Context: an optimization exercise on an open-source flow, tuned for small area, a short achievable clock period and few clock cycles per item. The choices shown serve that exercise and are no tape-out recipe. At most, simulation tests tie the RTL to the original design; equivalence was not proved. Power is estimated from default activity; no workload was simulated.

== the reference run ==
Design bresenham_line_stepper_top, start of the top module:
module bresenham_line_stepper_top #(
    parameter int COORD_BITS = 12
) (
    input  wire logic                               i_clk,
    input  wire logic                               i_rst_n,
    input  wire logic                               i_req_valid,
    output logic                                    o_req_ready,
    input  wire logic                               i_req_type,
    input  wire logic [COORD_BITS-1:0]              i_req_x_start,
    input  wire logic [COORD_BITS-1:0]              i_req_y_start,
    input  wire logic [COORD_BITS-1:0]              i_req_x_end,
    input  wire logic [COORD_BITS-1:0]              i_req_y_end,
    output logic                                    o_pix_valid,
    input  wire logic                               i_pix_ready,
    output logic                                    o_pix_pixel_valid,
    output logic [COORD_BITS-1:0]                   o_pix_pixel_x,
    output logic [COORD_BITS-1:0]                   o_pix_pixel_y,
    output logic                                    o_pix_in_image,
    output logic                                    o_pix_last_pixel,
    output logic [bls_pkg::COLOR_W-1:0]             o_pix_pixel_red,
    output logic [bls_pkg::COLOR_W-1:0]             o_pix_pixel_green,
    output logic [bls_pkg::COLOR_W-1:0]             o_pix_pixel_blue,
    input  wire logic                               i_cfg_we,
    input  wire logic [bls_pkg::CFG_IDX_W-1:0]      i_cfg_idx,
    input  wire logic [bls_pkg::CFG_DATA_W-1:0]     i_cfg_data
);
Size in the first run: about 1500 cells after synthesis, about 240 flip-flops, about 150 I/O pins.
Settings: LEC_CHECK=0, CAP_MARGIN=20, CORE_MARGIN=2, CORE_UTILIZATION=40, CTS_BUF_LIST=sky130_fd_sc_hd__clkbuf_16, CTS_CLUSTER_DIAMETER=100, CTS_CLUSTER_SIZE=20, SLEW_MARGIN=20; clock period 20.0 ns.
standard.sh (not shown) runs the stock make flow with config.mk's settings and CLKGATE_MAP_FILE= SYNTH_SCRIPT=/design/flow/synth_recipe.tcl, a recipe that flattens the netlist after the stock synthesis.
==> flow/flow/run.sh <==
#!/bin/bash
set -e
export BUFFER_PORTS_ARGS="-buffer_cell sky130_fd_sc_hd__buf_1"
export SETUP_SLACK_MARGIN=14.6
bash standard.sh > standard.log 2>&1
Testbench counts of the reference run, summed over its fixed seeds: cycles 48,523, items 48,507.
Relative to the reference run, the following input files were edited for the trial run:
--- a/flow/design.v
+++ b/flow/design.v
@@ -194,33 +194,34 @@
             r_q_y1   <= i_req_y_end;
             r_q_in0  <= ({1'b0, i_req_x_start} < r_width) && ({1'b0, i_req_y_start} < r_height);
             r_q_in1  <= ({1'b0, i_req_x_end} < r_width) && ({1'b0, i_req_y_end} < r_height);
         end
     end
     logic [C:0]   ex, ey;
     logic         sx, sy;
     logic [C-1:0] adx, ady;
     logic [C:0]   diff;
-    logic         s_steep;
+    logic         s_steep, s_swap;
     logic [C-1:0] s_x, s_y, s_da, s_db;
     logic         s_last, s_in;
     always_comb begin
         ex      = {1'b0, r_q_x1} - {1'b0, r_q_x0};
         ey      = {1'b0, r_q_y1} - {1'b0, r_q_y0};
         sx      = ex[C];
         sy      = ey[C];
         adx     = absdiff(ex);
         ady     = absdiff(ey);
         diff    = {1'b0, ady} - {1'b0, adx};
         s_steep = !diff[C];
-        s_x     = s_steep ? (sy ? r_q_x1 : r_q_x0) : (sx ? r_q_x1 : r_q_x0);
-        s_y     = s_steep ? (sy ? r_q_y1 : r_q_y0) : (sx ? r_q_y1 : r_q_y0);
-        s_in    = s_steep ? (sy ? r_q_in1 : r_q_in0) : (sx ? r_q_in1 : r_q_in0);
+        s_swap  = s_steep ? sy : sx;
+        s_x     = s_swap ? r_q_x1 : r_q_x0;
+        s_y     = s_swap ? r_q_y1 : r_q_y0;
+        s_in    = s_swap ? r_q_in1 : r_q_in0;
         s_da    = s_steep ? ady : adx;
         s_db    = s_steep ? adx : ady;
         s_last  = (r_q_x0 == r_q_x1) && (r_q_y0 == r_q_y1);
     end
     logic         cond;
     logic         x_inc, x_dec, y_inc, y_dec;
     logic [C-1:0] t_x, t_y;
     logic [C:0]   t_f, c_f;
     always_comb begin
==> comparison <==
The run showing the greater average wire length per cell after detail routing is the reference run. Re met1 track utilization from global routing: the trial run is 4.4 points down on the reference run. Re global-route usage: the trial run and the reference run aren't equal, and the lower value belongs to the trial run. Compared with the reference run, the trial run ends up with a smaller final cell area. Critical path's slowest cell: ha_1 -> the trial run, ha_4 -> the reference run. Clock power of the reference run is on par with the trial run. Comparing the trial run and the reference run, via count is higher on the reference run. The part of the power in the clock network reported for the trial run is greater than that of the reference run by 0.2 points. Diff the reference run -> the trial run: combinational cell fraction of total power went down by 0.7 points, number of instances in the placed design went down by 82, area taken by flip-flops and latches was more or less identical, cell count went down by 3.9%. Lower synthesized area among the trial run and the reference run: the trial run.
Testbench counts of the trial run, summed over its fixed seeds: cycles 48,523, items 48,507.

* * *

## before
bresenham_line_stepper_top, a different RTL version from the one above (not shown whole).
Size in the first run: about 240 flip-flops, roughly 150 I/O pins, ~15,000 µm² of cells after synthesis.
clock: 20.0 ns
lec_check: 0
cap_margin: 20
core_margin: 2
core_utilization: 40
cts_buf_list: sky130_fd_sc_hd__clkbuf_16
cts_cluster_diameter: 100
cts_cluster_size: 20
slew_margin: 20
Scripts as last shown in full above: flow/flow/run.sh
before completed every stage of the flow, and the final layout passed the timing, design-rule and antenna checks.
The following lists how after was set up differently from before:
--- a/flow/design.v
+++ b/flow/design.v
@@ -163,20 +163,21 @@
     logic                r_l_pv;
     logic                r_l_last;
     logic                r_l_in;
     logic [C-1:0]        r_l_x, r_l_y;
     logic                r_l_steep;
     logic                r_l_down;
     logic [C-1:0]        r_l_n;
     logic [C-1:0]        r_l_db;
     logic [C-1:0]        r_l_dm;
     logic [C:0]          r_l_f;
+    logic                r_l_fresh;
     logic                r_o_valid;
     logic                r_o_pv, r_o_npv_g, r_o_pv_b, r_o_npv_b;
     logic                r_o_pvf, r_o_npvf, r_o_pvf_b, r_o_npvf_b;
     logic                r_o_last;
     logic                r_o_in;
     logic [C-1:0]        r_o_x, r_o_y;
     logic                r_o_ready;
     logic push, o_free, o_load, is_start, active, q_en;
     assign push     = r_q_valid && !r_l_pend;
     assign q_en     = !r_q_valid || !r_l_pend;
@@ -216,31 +217,33 @@
         s_y     = s_swap ? r_q_y1 : r_q_y0;
         s_in    = s_swap ? r_q_in1 : r_q_in0;
         s_da    = s_steep ? ady : adx;
         s_db    = s_steep ? adx : ady;
         s_last  = (r_q_x0 == r_q_x1) && (r_q_y0 == r_q_y1);
     end
     logic         cond;
     logic         x_inc, x_dec, y_inc, y_dec;
     logic [C-1:0] t_x, t_y;
     logic [C:0]   t_f, c_f;
+    logic [C+1:0] t_fw;
     always_comb begin
-        c_f   = r_l_f;
+        c_f   = r_l_fresh ? {1'b0, r_l_db} + ~{2'b00, r_l_n[C-1:1]} : r_l_f;
         cond  = !c_f[C];
         x_inc = !r_l_steep || (cond && !r_l_down);
         x_dec = r_l_steep && cond && r_l_down;
         y_inc = r_l_steep || (cond && !r_l_down);
         y_dec = !r_l_steep && cond && r_l_down;
         t_x   = incdec(r_l_x, x_inc, x_dec);
         t_y   = incdec(r_l_y, y_inc, y_dec);
-        t_f   = c_f + (cond ? {1'b1, r_l_dm ^ {C{r_l_steep}}} : {1'b0, r_l_db})
-                    + {{C{1'b0}}, cond && r_l_steep};
+        t_fw  = {c_f, 1'b1} + {(cond ? {1'b1, r_l_dm ^ {C{r_l_steep}}} : {1'b0, r_l_db}),
+                               cond && r_l_steep};
+        t_f   = t_fw[C+1:1];
     end
     logic         n_pv;
     logic [C-1:0] n_x, n_y;
     logic         n_in;
     always_comb begin
         n_pv = is_start || active;
         n_x  = is_start ? s_x : active ? t_x : '0;
         n_y  = is_start ? s_y : active ? t_y : '0;
         n_in = is_start ? s_in
              : active && ({1'b0, t_x} < r_width) && ({1'b0, t_y} < r_height);
@@ -272,25 +275,26 @@
             r_l_x    <= n_x;
             r_l_y    <= n_y;
             r_l_in   <= n_in;
             if (is_start) begin
                 r_l_last  <= s_last;
                 r_l_steep <= s_steep;
                 r_l_down  <= sx ^ sy;
                 r_l_n     <= s_da;
                 r_l_db    <= s_db;
                 r_l_dm    <= diff[C-1:0];
-                r_l_f     <= {1'b0, s_db} + ~{2'b00, s_da[C-1:1]};
+                r_l_fresh <= 1'b1;
             end else if (active) begin
                 r_l_last  <= (r_l_n == 1);
                 r_l_n     <= r_l_n - 1'b1;
                 r_l_f     <= t_f;
+                r_l_fresh <= 1'b0;
             end else begin
                 r_l_last <= 1'b0;
             end
         end
     end
     assign o_pv_nx = r_l_pend ? r_l_pv : n_pv;
     always_ff @(posedge i_clk) begin
         if (o_load) begin
             r_o_pv    <= o_pv_nx;
             r_o_npv_g <= !o_pv_nx;
Notes after the runs:
after ended with less final cell area excluding filler cells than before.
Against before, after comes in 30% lower on power spent charging and discharging nets.
Compared with before, after is more frugal on power.
Launch point of the worst path: r_q_x1[4] -> before, r_o_pv -> after
Diff after..before | ratio of routed vias to standard cells | negligible
The sequential cell count in after sits about 0.4% above the value recorded for before.
Delta (after minus before): largest net degree at the start of global routing fell about 25%, maximum frequency went up about 35%, routed wire length increased by about 6% relative to the old numbers.
Max reg2reg setup slack across before and after: after
Going from before to after, synthesized area went up, fraction of the cycle the final worst path needs lost 9.3 points.
[compare] base=before new=after: data required time at the worst endpoint fell 4.22 ns, portion of total power attributed to combinational logic fell 15 points.
Testbench counts of after, summed over its fixed seeds: cycles 48,523, items 48,507.
For before, only the layout was checked, not whether the RTL still works.

* * *

Another version of the RTL of bresenham_line_stepper_top (not shown whole).
Size in the first run: ~230 flip-flops, roughly 0.016 mm2 of cells after synthesis.
Settings: LEC_CHECK=0, CAP_MARGIN=20, CORE_MARGIN=2, CORE_UTILIZATION=40, CTS_BUF_LIST=sky130_fd_sc_hd__clkbuf_4, SLEW_MARGIN=20; clock period 20.0 ns.
==> flow/flow/run.sh <==
#!/bin/bash
set -e
export BUFFER_PORTS_ARGS="-buffer_cell sky130_fd_sc_hd__buf_1"
bash standard.sh > standard.log 2>&1
Change:
--- a/flow/design.v
+++ b/flow/design.v
@@ -160,76 +160,70 @@
         if (ready) begin
             r_q_type <= i_req_type;
             r_q_x0   <= i_req_x_start;
             r_q_y0   <= i_req_y_start;
             r_q_x1   <= i_req_x_end;
             r_q_y1   <= i_req_y_end;
         end
     end
     logic [C:0]   ex, ey, nx, ny;
     logic         sx, sy;
     logic [C-1:0] adx, ady;
     logic [C:0]   diff;
-    logic         s_steep;
+    logic         s_steep, s_swap;
     logic [C-1:0] s_x, s_y, s_da, s_db, s_mc;
-    logic [C:0]   s_f, f_st, f_fl;
-    logic         s_last, s_in;
-    logic         in0, in1;
+    logic [C:0]   s_f;
+    logic         s_last;
     always_comb begin
         ex      = {1'b0, r_q_x1} - {1'b0, r_q_x0};
         ey      = {1'b0, r_q_y1} - {1'b0, r_q_y0};
         nx      = {1'b0, r_q_x0} - {1'b0, r_q_x1};
         ny      = {1'b0, r_q_y0} - {1'b0, r_q_y1};
         sx      = ex[C];
         sy      = ey[C];
         adx     = sx ? nx[C-1:0] : ex[C-1:0];
         ady     = sy ? ny[C-1:0] : ey[C-1:0];
         diff    = {1'b0, ady} - {1'b0, adx};
-        f_st    = {1'b0, adx} + ~{2'b00, ady[C-1:1]};
-        f_fl    = {1'b0, ady} + ~{2'b00, adx[C-1:1]};
-        in0     = ({1'b0, r_q_x0} < r_width) && ({1'b0, r_q_y0} < r_height);
-        in1     = ({1'b0, r_q_x1} < r_width) && ({1'b0, r_q_y1} < r_height);
         s_steep = !diff[C];
-        s_x     = s_steep ? (sy ? r_q_x1 : r_q_x0) : (sx ? r_q_x1 : r_q_x0);
-        s_y     = s_steep ? (sy ? r_q_y1 : r_q_y0) : (sx ? r_q_y1 : r_q_y0);
-        s_in    = s_steep ? (sy ? in1 : in0) : (sx ? in1 : in0);
+        s_swap  = s_steep ? sy : sx;
+        s_x     = s_swap ? r_q_x1 : r_q_x0;
+        s_y     = s_swap ? r_q_y1 : r_q_y0;
         s_da    = s_steep ? ady : adx;
         s_db    = s_steep ? adx : ady;
         s_mc    = diff[C-1:0] ^ {C{diff[C]}};
-        s_f     = s_steep ? f_st : f_fl;
+        s_f     = {1'b0, s_db} + ~{2'b00, s_da[C-1:1]};
         s_last  = (r_q_x0 == r_q_x1) && (r_q_y0 == r_q_y1);
     end
     logic         cond;
     logic         x_inc, x_dec, y_inc, y_dec;
     logic [C-1:0] t_x, t_y;
     logic [C:0]   t_f;
     always_comb begin
         cond  = !r_l_f[C];
         x_inc = !r_l_steep || (cond && !r_l_down);
         x_dec = r_l_steep && cond && r_l_down;
         y_inc = r_l_steep || (cond && !r_l_down);
         y_dec = !r_l_steep && cond && r_l_down;
         t_x   = x_inc ? r_l_x + 1'b1 : x_dec ? r_l_x - 1'b1 : r_l_x;
         t_y   = y_inc ? r_l_y + 1'b1 : y_dec ? r_l_y - 1'b1 : r_l_y;
         t_f   = r_l_f + (cond ? {1'b1, ~r_l_mc} : {1'b0, r_l_db}) + {{C{1'b0}}, cond && r_l_steep};
     end
     logic         n_pv;
     logic [C-1:0] n_x, n_y;
     logic         n_in;
     always_comb begin
         n_pv = is_start || active;
         n_x  = is_start ? s_x : active ? t_x : '0;
         n_y  = is_start ? s_y : active ? t_y : '0;
-        n_in = is_start ? s_in
-             : active && ({1'b0, t_x} < r_width) && ({1'b0, t_y} < r_height);
+        n_in = n_pv && ({1'b0, n_x} < r_width) && ({1'b0, n_y} < r_height);
     end
     always_ff @(posedge i_clk) begin
         if (!i_rst_n) begin
             r_l_pend  <= 1'b0;
             r_l_pv    <= 1'b0;
             r_e_valid <= 1'b0;
         end else if (push) begin
             r_l_pend  <= 1'b1;
             r_l_pv    <= n_pv;
             r_e_valid <= r_l_pend && !pop;
         end else if (pop) begin
             if (r_e_valid) begin
Outcome: Register-to-register slack is worse by 0.95 ns. Clock skew is about the same. Critical path depth went up by 21. Total power rises by 4.7%. Non-clock buffer count is higher by 2. Synthesized area decreases by 9.9%.
No functional check of the RTL was part of any run of this note.

## separate check: timing with driven ports
No port has a modelled driver above. Below, the same layouts with a new extraction and two added sets of constraints.
Step 1 (the two cells are an assumption about what drives the block):
set clk [get_ports {i_clk}]
set_driving_cell -lib_cell sky130_fd_sc_hd__clkbuf_16 $clk
set_driving_cell -lib_cell sky130_fd_sc_hd__buf_2 [delete_from_list [all_inputs] $clk]
Step 2 adds t to the input delays and takes it off the output delays; t is the mean of the earliest and latest rising clock arrival at the registers after step 1. Input paths then give back, and output paths get back, about the clock's delay inside the block.
Slacks: no drivers / after step 1 / after step 2; pairs: no drivers / after step 1.
run | shift t [ns] | slack for setup (ns) | worst setup path after step 2 | worst register clock-pin slew, ns
the reference run | 0.555 | 14.629 / 14.599 / 14.091 | input to register | 0.09 / 0.09
the trial run | 0.553 | 14.637 / 14.607 / 14.120 | input to register | 0.10 / 0.10
before | 0.544 | 12.763 / 12.763 / 12.763 | register to register | 0.09 / 0.09
after | 0.566 | 14.621 / 14.565 / 14.212 | input to register | 0.09 / 0.09
the first run of note 3 | 0.782 | 13.191 / 13.140 / 13.243 | register to register | 0.08 / 0.08
the second run of note 3 | 0.764 | 12.289 / 12.289 / 12.289 | register to register | 0.08 / 0.08
After both steps every run listed still meets setup and hold. The setup slack of the reference run, which loses most, moves by -0.030 ns with the drivers and by -0.538 ns with both steps.
